This design comes from an exercise in tuning for small area on the open sky130 flow, not from production work. The RTL was checked by simulation tests, not by an equivalence proof against the original design. No activity file was given, so power comes from the tool's default toggle rates.

--- flow/design.v ---
package breakout_pkg;
	typedef struct packed {
		logic [10-1:0] x;
		logic [10-1:0] y;
	} pixel_pos_t;
	typedef struct packed {
		logic hsync;  
		logic vsync;  
		logic blank_n;
	} vga_sync_t;
	typedef struct packed {
		logic [10-1:0] r;
		logic [10-1:0] g;
		logic [10-1:0] b;
	} rgb_t;
	typedef struct packed {
		logic signed [10:0] x;  
		logic signed [10:0] y;
		logic signed [2:0] dx;  
		logic signed [2:0] dy;
	} ball_state_t;
	typedef enum logic [2:0] {
		CMD_NONE,
		CMD_START,
		CMD_RESTART,
		CMD_LEFT,
		CMD_RIGHT
	} key_cmd_t;
	typedef enum logic [1:0] {
		ST_IDLE,
		ST_PLAY,
		ST_OVER
	} game_state_t;
endpackage
`timescale 1ns/1ps
module vga_timing (
	input logic VGA_clk,
	input logic reset,
	output breakout_pkg::pixel_pos_t pos,
	output breakout_pkg::vga_sync_t sync
);
	localparam int H_TOTAL = 640 + 16 + 96 + 48;  
	localparam int V_TOTAL = 480 + 10 + 2 + 33;  
	localparam int H_SYNC_START = 640 + 16;
	localparam int V_SYNC_START = 480 + 10;
	logic [10-1:0] h_next;
	logic [10-1:0] v_next;
	always_comb
	begin
		h_next = pos.x + 1'b1;
		v_next = pos.y;
		if (pos.x == H_TOTAL - 1)
		begin
			h_next = '0;
			if (pos.y == V_TOTAL - 1)
				v_next = '0;  
			else
				v_next = pos.y + 1'b1;
		end
	end
	always_ff @(posedge VGA_clk)
	begin
		if (reset)
		begin
			pos <= '0;
			sync.hsync <= 1'b1;
			sync.vsync <= 1'b1;
			sync.blank_n <= 1'b1;  
		end
		else
		begin
			pos.x <= h_next;
			pos.y <= v_next;
			sync.hsync <= !((h_next >= H_SYNC_START) && (h_next < H_SYNC_START + 96));
			sync.vsync <= !((v_next >= V_SYNC_START) && (v_next < V_SYNC_START + 2));
			sync.blank_n <= (h_next < 640) && (v_next < 480);
		end
	end
endmodule
`timescale 1ns/1ps
module key_decoder (
	input logic VGA_clk,
	input logic reset,
	input logic [7:0] scan_code,
	input logic key_strobe,
	input logic serve,
	output breakout_pkg::key_cmd_t cmd
);
	always_ff @(posedge VGA_clk)
	begin
		if (reset || serve)
			cmd <= breakout_pkg::CMD_NONE;
		else if (key_strobe)
		begin
			case (scan_code)
				8'h5A: cmd <= breakout_pkg::CMD_START;
				8'h66: cmd <= breakout_pkg::CMD_RESTART;
				8'h1C: cmd <= breakout_pkg::CMD_LEFT;  
				8'h23: cmd <= breakout_pkg::CMD_RIGHT;  
				default: cmd <= cmd;  
			endcase
		end
	end
endmodule
`timescale 1ns/1ps
module game_control #(
	parameter int step_period = 2000
) (
	input logic VGA_clk,
	input logic reset,
	input breakout_pkg::key_cmd_t cmd,
	input logic miss,
	output logic step,
	output logic serve,
	output breakout_pkg::game_state_t state,
	output logic [1:0] lives
);
	localparam int CNT_W = $clog2(step_period + 1);
	logic [CNT_W-1:0] step_cnt;
	logic step_wrap;
	assign step_wrap = (step_cnt == step_period - 1);
	always_ff @(posedge VGA_clk)
	begin
		if (reset)
		begin
			step_cnt <= '0;
			step <= 1'b0;
		end
		else
		begin
			step_cnt <= step_wrap ? '0 : step_cnt + 1'b1;
			step <= step_wrap && (state == breakout_pkg::ST_PLAY);
		end
	end
	always_ff @(posedge VGA_clk)
	begin
		if (reset)
		begin
			state <= breakout_pkg::ST_IDLE;
			lives <= 2'(3);
			serve <= 1'b0;
		end
		else
		begin
			serve <= 1'b0;
			if (cmd == breakout_pkg::CMD_RESTART && !serve)
			begin
				state <= breakout_pkg::ST_IDLE;
				lives <= 2'(3);
				serve <= 1'b1;
			end
			else
			begin
				case (state)
					breakout_pkg::ST_IDLE:
						if (cmd == breakout_pkg::CMD_START)
							state <= breakout_pkg::ST_PLAY;
					breakout_pkg::ST_PLAY:
						if (miss)
						begin
							if (lives != 2'd0)
							begin
								lives <= lives - 2'd1;
								serve <= 1'b1;  
							end
							else
								state <= breakout_pkg::ST_OVER;
						end
					breakout_pkg::ST_OVER: state <= breakout_pkg::ST_OVER;  
					default: state <= breakout_pkg::ST_IDLE;
				endcase
			end
		end
	end
endmodule
`timescale 1ns/1ps
module paddle_control (
	input logic VGA_clk,
	input logic reset,
	input logic step,
	input logic serve,
	input breakout_pkg::key_cmd_t cmd,
	output logic [10-1:0] paddle_x
);
	localparam int X_MIN = 10 + 1;  
	localparam int X_MAX = 640 - 10 - 1 - 80;  
	localparam int X_HOME = (640 / 2) - (80 / 2);  
	always_ff @(posedge VGA_clk)
	begin
		if (reset || serve)
			paddle_x <= 10'(X_HOME);
		else if (step)
		begin
			if (cmd == breakout_pkg::CMD_LEFT)
			begin
				if (paddle_x < X_MIN + 2)
					paddle_x <= 10'(X_MIN);  
				else
					paddle_x <= paddle_x - 10'(2);
			end
			else if (cmd == breakout_pkg::CMD_RIGHT)
			begin
				if (paddle_x + 2 > X_MAX)
					paddle_x <= 10'(X_MAX);  
				else
					paddle_x <= paddle_x + 10'(2);
			end
		end
	end
endmodule
`timescale 1ns/1ps
module ball_physics (
	input logic VGA_clk,
	input logic reset,
	input logic step,
	input logic serve,
	input logic [10-1:0] paddle_x,
	output breakout_pkg::ball_state_t ball,
	output logic miss
);
	localparam breakout_pkg::ball_state_t BALL_SERVE = {
		11'(640 / 2),  
		11'(450 - 7),  
		3'sd0,  
		3'(2)  
	};
	logic signed [10:0] px;
	logic hit_side_wall;
	logic hit_bottom;
	logic hit_top;
	logic hit_pad_top;
	logic hit_pad_side;
	logic take_miss;
	logic held;  
	breakout_pkg::ball_state_t bounced;
	breakout_pkg::ball_state_t moved;
	assign px = $signed({1'b0, paddle_x});
	always_comb
	begin
		hit_side_wall = (ball.x + 7 == 640 - 10)
			|| (ball.x - 7 == 10);
		hit_bottom = (ball.y + 7 == 480);
		hit_top = (ball.y - 7 == 10);
		hit_pad_top = (ball.y + 7 == 450)
			&& (ball.x >= px) && (ball.x <= px + 80);
		hit_pad_side = (ball.y >= 450) && (ball.y <= 450 + 10)
			&& ((ball.x + 7 == px) || (ball.x - 7 == px + 80));
		take_miss = hit_bottom && !hit_side_wall;
		bounced = ball;
		if (hit_side_wall)
			bounced.dx = -ball.dx;
		else if (hit_top)
			bounced.dy = -ball.dy;
		else if (hit_pad_top)
		begin
			bounced.dy = -ball.dy;
			if (ball.x < px + (3 * 80) / 8)
			begin
				if (ball.dx == 3'sd0)
					bounced.dx = -3'sd1;  
			end
			else if (ball.x < px + (5 * 80) / 8)
				bounced.dx = 3'sd0;  
			else if (ball.x < px + 80)
			begin
				if (ball.dx == 3'sd0)
					bounced.dx = 3'sd1;  
			end
		end
		else if (hit_pad_side)
			bounced.dx = -ball.dx;
		moved = bounced;
		moved.x = ball.x + {{8{bounced.dx[2]}}, bounced.dx};
		moved.y = ball.y + {{8{bounced.dy[2]}}, bounced.dy};
	end
	always_ff @(posedge VGA_clk)
	begin
		if (reset || serve)
		begin
			ball <= BALL_SERVE;
			held <= 1'b0;
			miss <= 1'b0;
		end
		else
		begin
			miss <= 1'b0;
			if (step && !held)
			begin
				if (take_miss)
				begin
					miss <= 1'b1;
					held <= 1'b1;
				end
				else
					ball <= moved;
			end
		end
	end
endmodule
`timescale 1ns/1ps
module pixel_renderer (
	input logic VGA_clk,
	input logic reset,
	input breakout_pkg::pixel_pos_t pos,
	input breakout_pkg::vga_sync_t sync,
	input logic [10-1:0] paddle_x,
	input breakout_pkg::ball_state_t ball,
	output breakout_pkg::rgb_t rgb,
	output breakout_pkg::vga_sync_t sync_out
);
	logic signed [10:0] ddx;
	logic signed [10:0] ddy;
	logic [21:0] sq_x;
	logic [21:0] sq_y;
	logic [22:0] dist_sq;
	logic is_border;
	logic is_ball;
	logic is_paddle;
	always_comb
	begin
		is_border = (pos.x <= 10) || (pos.x >= 640 - 10) || (pos.y <= 10);
		ddx = $signed({1'b0, pos.x}) - ball.x;
		ddy = $signed({1'b0, pos.y}) - ball.y;
		sq_x = ddx * ddx;
		sq_y = ddy * ddy;
		dist_sq = sq_x + sq_y;
		is_ball = (dist_sq < 7 * 7);
		is_paddle = (pos.x > paddle_x) && (pos.x < paddle_x + 80)
			&& (pos.y >= 450) && (pos.y <= 450 + 10);
	end
	always_ff @(posedge VGA_clk)
	begin
		if (reset)
		begin
			rgb <= '0;
			sync_out.hsync <= 1'b1;
			sync_out.vsync <= 1'b1;
			sync_out.blank_n <= 1'b0;
		end
		else
		begin
			rgb.r <= {10{is_border && sync.blank_n}};
			rgb.g <= {10{is_ball && sync.blank_n}};
			rgb.b <= {10{is_paddle && sync.blank_n}};
			sync_out <= sync;
		end
	end
endmodule
`timescale 1ns/1ps
module breakout_top #(
	parameter int step_period = 2000
) (
	input logic VGA_clk,
	input logic reset,
	input logic [7:0] scan_code,
	input logic key_strobe,
	output logic [10-1:0] VGA_R,
	output logic [10-1:0] VGA_G,
	output logic [10-1:0] VGA_B,
	output logic VGA_hSync,
	output logic VGA_vSync,
	output logic blank_n,
	output logic [1:0] lives,
	output breakout_pkg::game_state_t game_state
);
	breakout_pkg::pixel_pos_t pos;
	breakout_pkg::vga_sync_t sync;
	breakout_pkg::vga_sync_t sync_out;
	breakout_pkg::rgb_t rgb;
	breakout_pkg::key_cmd_t cmd;
	breakout_pkg::ball_state_t ball;
	logic [10-1:0] paddle_x;
	logic step;
	logic serve;
	logic miss;
	vga_timing u_vga_timing (.VGA_clk, .reset, .pos, .sync);
	key_decoder u_key_decoder (.VGA_clk, .reset, .scan_code, .key_strobe, .serve, .cmd);
	game_control #(
		.step_period(step_period)
	) u_game_control (
		.VGA_clk, .reset, .cmd, .miss, .step, .serve, .state(game_state), .lives
	);
	paddle_control u_paddle_control (.VGA_clk, .reset, .step, .serve, .cmd, .paddle_x);
	ball_physics u_ball_physics (.VGA_clk, .reset, .step, .serve, .paddle_x, .ball, .miss);
	pixel_renderer u_pixel_renderer (
		.VGA_clk, .reset, .pos, .sync, .paddle_x, .ball, .rgb, .sync_out
	);
	assign VGA_R = rgb.r;
	assign VGA_G = rgb.g;
	assign VGA_B = rgb.b;
	assign VGA_hSync = sync_out.hsync;
	assign VGA_vSync = sync_out.vsync;
	assign blank_n = sync_out.blank_n;
endmodule
--- flow/run.sh ---
#!/bin/bash
# synth_recipe.tcl (not shown) runs the flow's synth.tcl, then flattens the netlist and writes it again
# the make line also repeats each setting of config.mk as NAME=value (left out here)
make -C /OpenROAD-flow-scripts/flow DESIGN_CONFIG=/design/flow/config.mk WORK_HOME=/design/flow/orfs CLKGATE_MAP_FILE= SYNTH_SCRIPT=/design/flow/synth_recipe.tcl finish
--- flow/config.mk ---
export PLATFORM = sky130hd
export DESIGN_NAME = breakout_top
export DESIGN_NICKNAME = breakout_top
export VERILOG_FILES = /design/flow/design.v
export SDC_FILE = /design/flow/constraint.sdc
export NUM_CORES = 4
export LEC_CHECK = 0
export CAP_MARGIN = 20
export CORE_MARGIN = 2
export CORE_UTILIZATION = 40
export SLEW_MARGIN = 20
--- flow/constraint.sdc ---
create_clock -name core_clock -period 40.0 [get_ports {VGA_clk}]
set_input_delay 8.0000 -clock core_clock [delete_from_list [all_inputs] [get_ports {VGA_clk}]]
set_output_delay 8.0000 -clock core_clock [all_outputs]
set_load 0.01 [all_outputs]
==> results.ini <==
[synth]
netlist_area_mm2=0.0174
syn_inst=2112
synthDistinctLibCells=82
synth_ff_type=dfxtp_1
ys_ff_latch=86
seq_area_frac_synth_pct=9.92
ys_warn_count=6
syn_nets=2560
synth_edf_count=0
synthArstFlopShare_pct=0
avgSynthCellArea_um2=8.22

[finish]
final_cell_area_mm2=0.0186
diodes=0
nFillCells=4359
layout-drive-gt1-share_pct=3.07
nets=2557
area_growth_pct=7.08
final_cells=2699

[setup_path]
arrival_ns=10.98
reg2reg_slack_ns=29.25
rr_startpoint=u_ball_physics.ball[19]
cp_common_cell=inv_1
crit_path_max_incr_delay_ns=0.80
r2r_cells=34
worstSetupPathType=flip-flop to flip-flop
reg2reg_to=u_pixel_renderer.rgb[19]
worstSetupEndpoint=u_pixel_renderer.rgb[19]
cp-start-kind=flip-flop
cpMaxStageDelayCell=dfxtp_1
crit_start=u_ball_physics.ball[19]
crit_path_end_kind=flip-flop
crit_required_ns=40.23
crit_path_max_fanout=20

[clock_network]
clock_latency_ns=0.35
cts_sinks=86
cts_setup_buffers=0
cts_tree=done
clk_pin_slew_ns=0.08
cts_hold_buffers=0
h-tree-depth=3
cts_buffers=9
cts_resized=0
cts.path.max_buffers=2
root_buffer=clkbuf_16

[pwr]
switching_share_pct=49.1
irDropWorstVdd_uv=71.9
power_frac_comb_pct=79.4
clkPwrFrac_pct=10.7
switchingPower_mw=0.433
p_int_mw=0.448
p_total_mw=0.881
power_frac_seq_pct=9.9
p_per_area_mw_per_mm2=47.4
leakage_nw=8.91

[timing]
period_share_pct=26.9
max_freq_ghz=0.0930
slew_violations=0
rsz0062_at_grt=false
fin_worst_skew_ns=0.0118
max-slew-margin-rel_pct=26.3
hold_viol=0
tightest_slew_ns=1.10
setup_tns_ns=0
fin_crit_ns=10.75
setup_viol=0
whs_ns=0.412

[grt]
grt_pass1_wl_um=68500
grt_max_degree=44
grt_overflow_total=0
grt_usage_pct=18.7
grt_pass1_vias=14200
antenna_found_initial=0

[place]
numPlacedInstances=2683
post_dp_cell_area_mm2=0.0183
port_buffers=47
dp_hpwl_um=33600
place_congestion=0.909

[floorplanning]
die_y_um=212
pin_count=48
die_w_um=212
die_area_mm2=0.0451
initial_core_util_pct=40.4
rows=76
fp.coreArea_mm2=0.0430

[drt]
drt-initial-drc-count=670
antenna_left=0
wire_per_inst_um=15.0
first_pass_iters=5
routed_wl_um=40600
routed_via_density=5.14
drc=0
vias=13900

[status]
status=no timing/DRC/antenna violations

[run]
cap_violations=0

[worst_hold_path]
min_path_type=flip-flop to flip-flop

-- sequential cells by signal, indices dropped and copies added (netlist names), 2 cells and up --
signal	count
u_game_control.state	2
u_vga_timing.sync	3
u_pixel_renderer.sync_out	3
u_key_decoder.cmd	3
u_game_control.lives	2
u_ball_physics.ball	25
u_vga_timing.pos	20
u_pixel_renderer.rgb	3
u_paddle_control.paddle_x	10
u_game_control.step_cnt	11
-- cell usage after synthesis, types with 15 or more instances --
master / count / share of area, %
o211ai_1: 16 / 0.69
nand3_1: 41 / 1.2
a21o_1: 28 / 1.2
nand2_1: 141 / 3.0
dfxtp_1: 86 / 9.9
ha_1: 226 / 16
clkbuf_1: 32 / 0.69
nand4_1: 18 / 0.65
inv_1: 425 / 9.2
xnor2_1: 109 / 5.5
nor2b_1: 19 / 0.68
nor4_1: 17 / 0.61
buf_4: 28 / 1.2
xor2_1: 52 / 2.6
nand2b_1: 15 / 0.54
fa_1: 211 / 24
nor3_1: 27 / 0.78
o21bai_1: 19 / 0.82
nor2_1: 190 / 4.1
a21oi_1: 107 / 3.1
o21ai_0: 72 / 2.1
-- cell families after synthesis --
group	after synthesis	share of synthesized area, %
simple gates	553	15.3
buf+inv	507	11.7
mux	15	0.894
flops	86	9.92
compound gates	353	13.4
fa+ha+maj	437	40.6
xor+xnor	161	8.13
-- layout make-up --
class / count / area (um^2) / area share [%]
clock buffers: 10 / 229 / 1.23
clock inverters: 6 / 93.8 / 0.505
inverters: 430 / 1610 / 8.69
multi-input cells: 1519 / 13600 / 73.2
flip-flops and latches: 86 / 1720 / 9.27
well taps: 585 / 732 / 3.94
repair buffers: 63 / 591 / 3.18
-- cells in the final DEF, fill, tap and decap left out, types with 12 or more instances in the layout --
| cell type | instances |
|---|---|
| nand2_1 | 141 |
| buf_4 | 16 |
| clkdlybuf4s50_1 | 47 |
| inv_1 | 425 |
| or2_2 | 12 |
| ha_1 | 226 |
| and3_1 | 14 |
| a21o_1 | 28 |
| dfxtp_1 | 86 |
| o21bai_1 | 19 |
| nand2b_1 | 15 |
| a21oi_1 | 107 |
| xor2_1 | 52 |
| nor4_1 | 16 |
| a31oi_1 | 12 |
| xnor2_1 | 109 |
| nand3_1 | 41 |
| nor2b_1 | 19 |
| nor3_1 | 27 |
| o211ai_1 | 16 |
| nand4_1 | 18 |
| o21ai_0 | 72 |
| fa_1 | 211 |
| nor2_1 | 190 |
-- power groups by stage --
stage,clock [mW],sequential (mW),combinational [mW]
2_1_floorplan,0,0.0890,0.558
4_1_cts,0.0969,0.0872,0.708
3_5_place_dp,0,0.0892,0.696
3_3_place_gp,0,0.0892,0.686
5_1_grt,0.101,0.0873,0.811
6_report,0.0946,0.0872,0.699
-- layer usage --
metal / part of all wire [%] / global-route usage, %
met1: 44 / 23.8
met2: 49 / 33.4
met3: 3.9 / 2.16
met4: 2.6 / 5.59
met5: 0 / 0
-- worst min path at each step --
stage,from,end,cells after the start
finish,u_vga_timing.sync[2],u_pixel_renderer.sync_out[2],1
global route,u_vga_timing.sync[2],u_pixel_renderer.sync_out[2],1
CTS,u_vga_timing.sync[2],u_pixel_renderer.sync_out[2],1
detailed placement,u_vga_timing.sync[2],u_pixel_renderer.sync_out[2],1
global placement,u_vga_timing.sync[1],u_pixel_renderer.sync_out[1],1
floorplan,u_vga_timing.sync[1],u_pixel_renderer.sync_out[1],1
-- worst max-delay path, delay by kind of cell, from the launching register on --
family	cells	cell delay, ns
adder cells (fa/ha/maj)	8	3.67
AO/OA/AOI/OAI	13	3.07
AND/OR/NAND/NOR	4	1.16
buffers and inverters	7	1.12
flip-flops	1	0.80
XOR/XNOR	2	0.78
-- metrics by stage --
stage / util (%) / setup WS [ns]
after floorplan: - / 30.30
after global routing: 43.2 / 27.98
after global placement: 42.5 / 29.47
after detailed placement: 42.5 / 29.17
final: 43.2 / 29.25
after CTS: 43.2 / 29.13

-- port drivers added, routing unchanged --
The results above use ideal ports. As a check the final layout listed here was re-extracted and re-timed, cells and wires unchanged.
Step 1, drivers: a clkbuf_16 drives VGA_clk and a buf_2 each remaining input, both assumed.
Step 2, shift: input delay + t, output delay - t, t = (earliest + latest rising clock arrival at the registers) / 2. This alone moves slack from input paths to output paths.
a / b / c = ideal / step 1 / step 2; a / b = the first two.
t (ns): 0.399
setup WS [ns]: 29.245 / 29.245 / 29.228
worst register clock-pin slew, ns: 0.08 / 0.08
After both steps this run still meets setup and hold. The setup slack of this run moves by 0.000 ns with the drivers and by -0.017 ns with both steps.
